Context: an optimization exercise on an open-source flow, tuned for small area, a short achievable clock period and few clock cycles per item. The choices shown serve that exercise and are no tape-out recipe.
In this exercise RTL edits were held to simulation tests only and were not proved equivalent to the original.
No activity file was given, so power comes from the tool's default toggle rates.

==> inputs of job 2071 <==
Design npu_requant, start of the top module:
module npu_requant #(
  localparam int M_LEN  = 32,
  localparam int S_LEN  = 32,
  localparam int SH_LEN = 5
) (
  input  logic              clk_i,
  input  logic              rstn_i,
  input  logic              clear_i,
  input  logic [M_LEN-1:0]  acc_i,
  input  logic [S_LEN-1:0]  mult_i,
  input  logic [SH_LEN-1:0] shift_i,
  input  logic              valid_i,
  output logic              ready_o,
  output logic [M_LEN-1:0]  data_o,
  output logic              valid_o,
  input  logic              ready_i
);
  localparam int L = 16;   
  logic en;
  assign en      = ready_i;
  assign ready_o = ready_i;
  logic [15:0] one_d, two_d, neg_d;
  always_comb begin
    for (int i = 0; i < 16; i++) begin
      logic y0, y1, y2;
      y0 = (i == 0) ? 1'b0 : mult_i[2*i-1];
      y1 = mult_i[2*i];
      y2 = mult_i[2*i+1];
      one_d[i] = y1 ^ y0;
      two_d[i] = (y2 & ~y1 & ~y0) | (~y2 & y1 & y0);
      neg_d[i] = y2;
    end
  end
  logic [31:0]   accn1_q;             
  logic [15:0]   onen1_q, twon1_q;    
  logic [15:0]   neg1_q;              
  logic [4:0]    sh1_q, sh2_q;
  logic [63:L]   a2_q, b2_q;
  logic          cl2_q;
  logic [31:0]   data3_q;
  logic          v1_q, v2_q, v3_q;
  logic [31:0] pp [16];
  logic [15:0] ppn;
  logic [32:0] sel [16];
  logic [31:1] oh;
  logic        negp, g;
  logic [63:0] ta, tb;
  always_comb begin
    for (int s = 1; s < 32; s++) begin
      oh[s] = (sh1_q == 5'(s));
    end
  end
  assign negp = ~accn1_q[31] ^ neg1_q[15];
  assign g    = negp & (sh1_q != 5'd0);
  for (genvar i = 0; i < 16; i++) begin : g_row
    assign sel[i][0] = ~(onen1_q[i] | accn1_q[0]);
    for (genvar j = 1; j < 33; j++) begin : g_bit
      rq_bsel u_sel (.x1n(accn1_q[(j < 32) ? j : 31]), .x2n(accn1_q[j-1]), .onen(onen1_q[i]),
                     .twon(twon1_q[i]), .s(sel[i][j]));
    end
    for (genvar j = 0; j < 32; j++) begin : g_neg
      rq_xor u_neg (.a(sel[i][j]), .b(neg1_q[i]), .y(pp[i][j]));
    end
    rq_xnor u_negn (.a(sel[i][32]), .b(neg1_q[i]), .y(ppn[i]));
  end
  logic t1, t2, t3, t4, t5, t6, t7, t8, t9, t10, t11, t12, t13, t14, t15, t16;
  logic t17, t18, t19, t20, t21, t22, t23, t24, t25, t26, t27, t28, t29, t30, t31, t32;
  logic t33, t34, t35, t36, t37, t38, t39, t40, t41, t42, t43, t44, t45, t46, t47, t48;
  ...
Settings: LEC_CHECK=0, CAP_MARGIN=5, CORE_MARGIN=2, CORE_UTILIZATION=60, CTS_BUF_LIST=sky130_fd_sc_hd__clkbuf_8, SETUP_SLACK_MARGIN=5, SLEW_MARGIN=5, SYNTH_HIERARCHICAL=1, SYNTH_MINIMUM_KEEP_SIZE=0; clock period 10.0 ns.
standard.sh (not shown) runs the stock make flow with config.mk's settings and CLKGATE_MAP_FILE= SYNTH_SCRIPT=/design/flow/synth_recipe.tcl, a recipe that flattens the netlist after the stock synthesis.
==> flow/flow/run.sh <==
#!/bin/bash
# The standard ORFS layout (standard.sh) with different repair settings:
#   SETUP_SLACK_MARGIN=5.7 "BUFFER_PORTS_ARGS=-buffer_cell sky130_fd_sc_hd__buf_1" "CTS_ARGS=-sink_clustering_enable -repair_clock_nets -buf_list sky130_fd_sc_hd__clkbuf_8 -dont_use_dummy_load -sink_clustering_size 12 -sink_clustering_max_diameter 100"
# All of the flow's output goes to standard.log; ORFS keeps each step's log under orfs/logs.
set -euo pipefail
bash standard.sh SETUP_SLACK_MARGIN=5.7 "BUFFER_PORTS_ARGS=-buffer_cell sky130_fd_sc_hd__buf_1" "CTS_ARGS=-sink_clustering_enable -repair_clock_nets -buf_list sky130_fd_sc_hd__clkbuf_8 -dont_use_dummy_load -sink_clustering_size 12 -sink_clustering_max_diameter 100" finish > standard.log 2>&1
==> job 8025 (differences from job 2071) <==
==> flow/flow/run.sh (replaced) <==
#!/bin/bash
# The standard ORFS layout (standard.sh) with different repair settings:
#   SETUP_SLACK_MARGIN=5.6 "BUFFER_PORTS_ARGS=-buffer_cell sky130_fd_sc_hd__buf_1"
# All of the flow's output goes to standard.log; ORFS keeps each step's log under orfs/logs.
set -euo pipefail
bash standard.sh SETUP_SLACK_MARGIN=5.6 "BUFFER_PORTS_ARGS=-buffer_cell sky130_fd_sc_hd__buf_1" finish > standard.log 2>&1
==> flow/config.mk (replaced) <==
export PLATFORM = sky130hd
export DESIGN_NAME = npu_requant
export DESIGN_NICKNAME = npu_requant
export VERILOG_FILES = /design/flow/design.v
export SDC_FILE = /design/flow/constraint.sdc
export NUM_CORES = 4
export LEC_CHECK = 0
export CAP_MARGIN = 10
export CORE_MARGIN = 2
export CORE_UTILIZATION = 50
export CTS_BUF_LIST = sky130_fd_sc_hd__clkbuf_8
export SETUP_SLACK_MARGIN = 5
export SLEW_MARGIN = 10
export SYNTH_HIERARCHICAL = 1
export SYNTH_MINIMUM_KEEP_SIZE = 0
==> job 2196 (differences from job 2071) <==
==> flow/flow/run.sh (replaced) <==
#!/bin/bash
# The standard ORFS layout (standard.sh) with different repair settings:
#   SETUP_SLACK_MARGIN=5.8 "BUFFER_PORTS_ARGS=-buffer_cell sky130_fd_sc_hd__buf_1" "CTS_ARGS=-sink_clustering_enable -repair_clock_nets -buf_list sky130_fd_sc_hd__clkbuf_8 -dont_use_dummy_load"
# All of the flow's output goes to standard.log; ORFS keeps each step's log under orfs/logs.
set -euo pipefail
bash standard.sh SETUP_SLACK_MARGIN=5.8 "BUFFER_PORTS_ARGS=-buffer_cell sky130_fd_sc_hd__buf_1" "CTS_ARGS=-sink_clustering_enable -repair_clock_nets -buf_list sky130_fd_sc_hd__clkbuf_8 -dont_use_dummy_load" finish > standard.log 2>&1
==> job 8363 (differences from job 2071) <==
==> flow/flow/run.sh (replaced) <==
#!/bin/bash
# The standard ORFS layout (standard.sh) with different repair settings:
#   SETUP_SLACK_MARGIN=5.8 "BUFFER_PORTS_ARGS=-buffer_cell sky130_fd_sc_hd__buf_1" "CTS_ARGS=-sink_clustering_enable -repair_clock_nets -buf_list sky130_fd_sc_hd__clkbuf_8 -dont_use_dummy_load"
# All of the flow's output goes to standard.log; ORFS keeps each step's log under orfs/logs.
set -euo pipefail
bash standard.sh SETUP_SLACK_MARGIN=5.8 "BUFFER_PORTS_ARGS=-buffer_cell sky130_fd_sc_hd__buf_1" "CTS_ARGS=-sink_clustering_enable -repair_clock_nets -buf_list sky130_fd_sc_hd__clkbuf_8 -dont_use_dummy_load" finish > standard.log 2>&1
--- a/flow/config.mk
+++ b/flow/config.mk
@@ -13,3 +13,4 @@
 export SLEW_MARGIN = 5
 export SYNTH_HIERARCHICAL = 1
 export SYNTH_MINIMUM_KEEP_SIZE = 0
+export TNS_END_PERCENT = 0
==> summary.txt <==
quantity	job 8363	job 2071	job 2196	job 8025
Peak fanout along the critical path	7	32	2	32
M1 WL	37,500 um	36,800 um	37,400 um	38,400 um
Number of buffers and inverters on the critical path	0	1	2	1
Power in combinational cells	0.0118 W	0.0120 W	0.0120 W	0.0119 W
GRT met1 Usage	52.7%	51.3%	51.3%	43.0%
HPWL after detailed placement	60,300 um	59,100 um	60,100 um	60,500 um
Area of the core	0.0488 mm2	0.0488 mm2	0.0488 mm2	0.0588 mm2
Number of ordinary and repair buffers in the finished layout	241	221	242	203
Share of total power in combinational logic	79.2%	80.7%	79.5%	77.9%
Antenna violations before repair	1	0	1	1
Relative area change from synthesis to final layout	13.6%	10.2%	14.0%	10.8%
End point of the most critical hold path	v1_q$_DFFE_PN0P_	v2_q$_DFFE_PN0P_	v1_q$_DFFE_PN0P_	v2_q$_DFFE_PN0P_
First drt pass iteration count	9	8	7	6
Maximum resistive drop on vdd	409 uV	323 uV	337 uV	254 uV
Part of the power in the clock network	4.9%	3.5%	4.8%	6.7%
Count of vias placed by the detailed router	24.3k	23.8k	24.2k	23.6k
Beginning of the worst register-to-register path	sh1_q[3]$_DFFE_PP_	twon1_q[11]$_DFFE_PP_	accn1_q[26]$_DFFE_PP_	accn1_q[16]$_DFFE_PP_
Routed WL	101,000 um	97,400 um	101,000 um	98,500 um
Most repeated library cell on the critical path	fa_1	fa_1	-	fa_1
Cell count after placement	3,399	3,399	3,401	3,509
Arr. time, crit path	4670 ps	4610 ps	2230 ps	4780 ps
Run status	complete, no violations	complete, no violations	complete, no violations	complete, no violations
Count of routing violations after the opening detailed-route iteration	3,261	3,136	3,142	2,826
Timing startpoint of the critical path	sh1_q[3]$_DFFE_PP_	twon1_q[11]$_DFFE_PP_	ready_i	accn1_q[16]$_DFFE_PP_
Clock transition at the registers of the reported paths	60 ps	90 ps	60 ps	60 ps
Sequential cell fraction of total power	15.9%	15.8%	15.7%	15.4%
Testbench counts of job 2071, summed over its fixed seeds: cycles 8,012, items 8,000.
Testbench counts of job 8025, summed over its fixed seeds: cycles 8,012, items 8,000.
Testbench counts of job 2196, summed over its fixed seeds: cycles 8,012, items 8,000.
Testbench counts of job 8363, summed over its fixed seeds: cycles 8,012, items 8,000.

==> afterwards: timing with drivers on the ports <==
The flow's constraints put no driver on any port. The routed layouts listed below were extracted and timed again, unchanged, in two steps. Step 1: set_driving_cell puts a clkbuf_16 on clk_i and a buf_2 on each other input, an assumption about the parent block. Step 2 times the ports against the registers' clock, not the clock port: input delays grow and output delays shrink by t, the midpoint of the rising clock arrivals with the driver on. Slacks: ideal ports / drivers / drivers and shift; pairs: ideal ports / drivers.
| run | t (ns) | setup slack, ns | worst data-port slew with drivers (ns) |
|---|---|---|---|
| job 2071 | 0.651 | 5.738 / 5.732 / 5.438 | 0.05 |
| job 8025 | 0.692 | 5.608 / 5.472 / 5.472 | 0.16 |
| job 2196 | 0.661 | 5.767 / 5.687 / 5.603 | 0.11 |
| job 8363 | 0.655 | 5.664 / 5.664 / 5.664 | 0.05 |
After both steps setup and hold are still met in every run listed. For job 2071, which loses most, drivers alone change the setup slack by -0.006 ns; drivers and shift together by -0.300 ns.
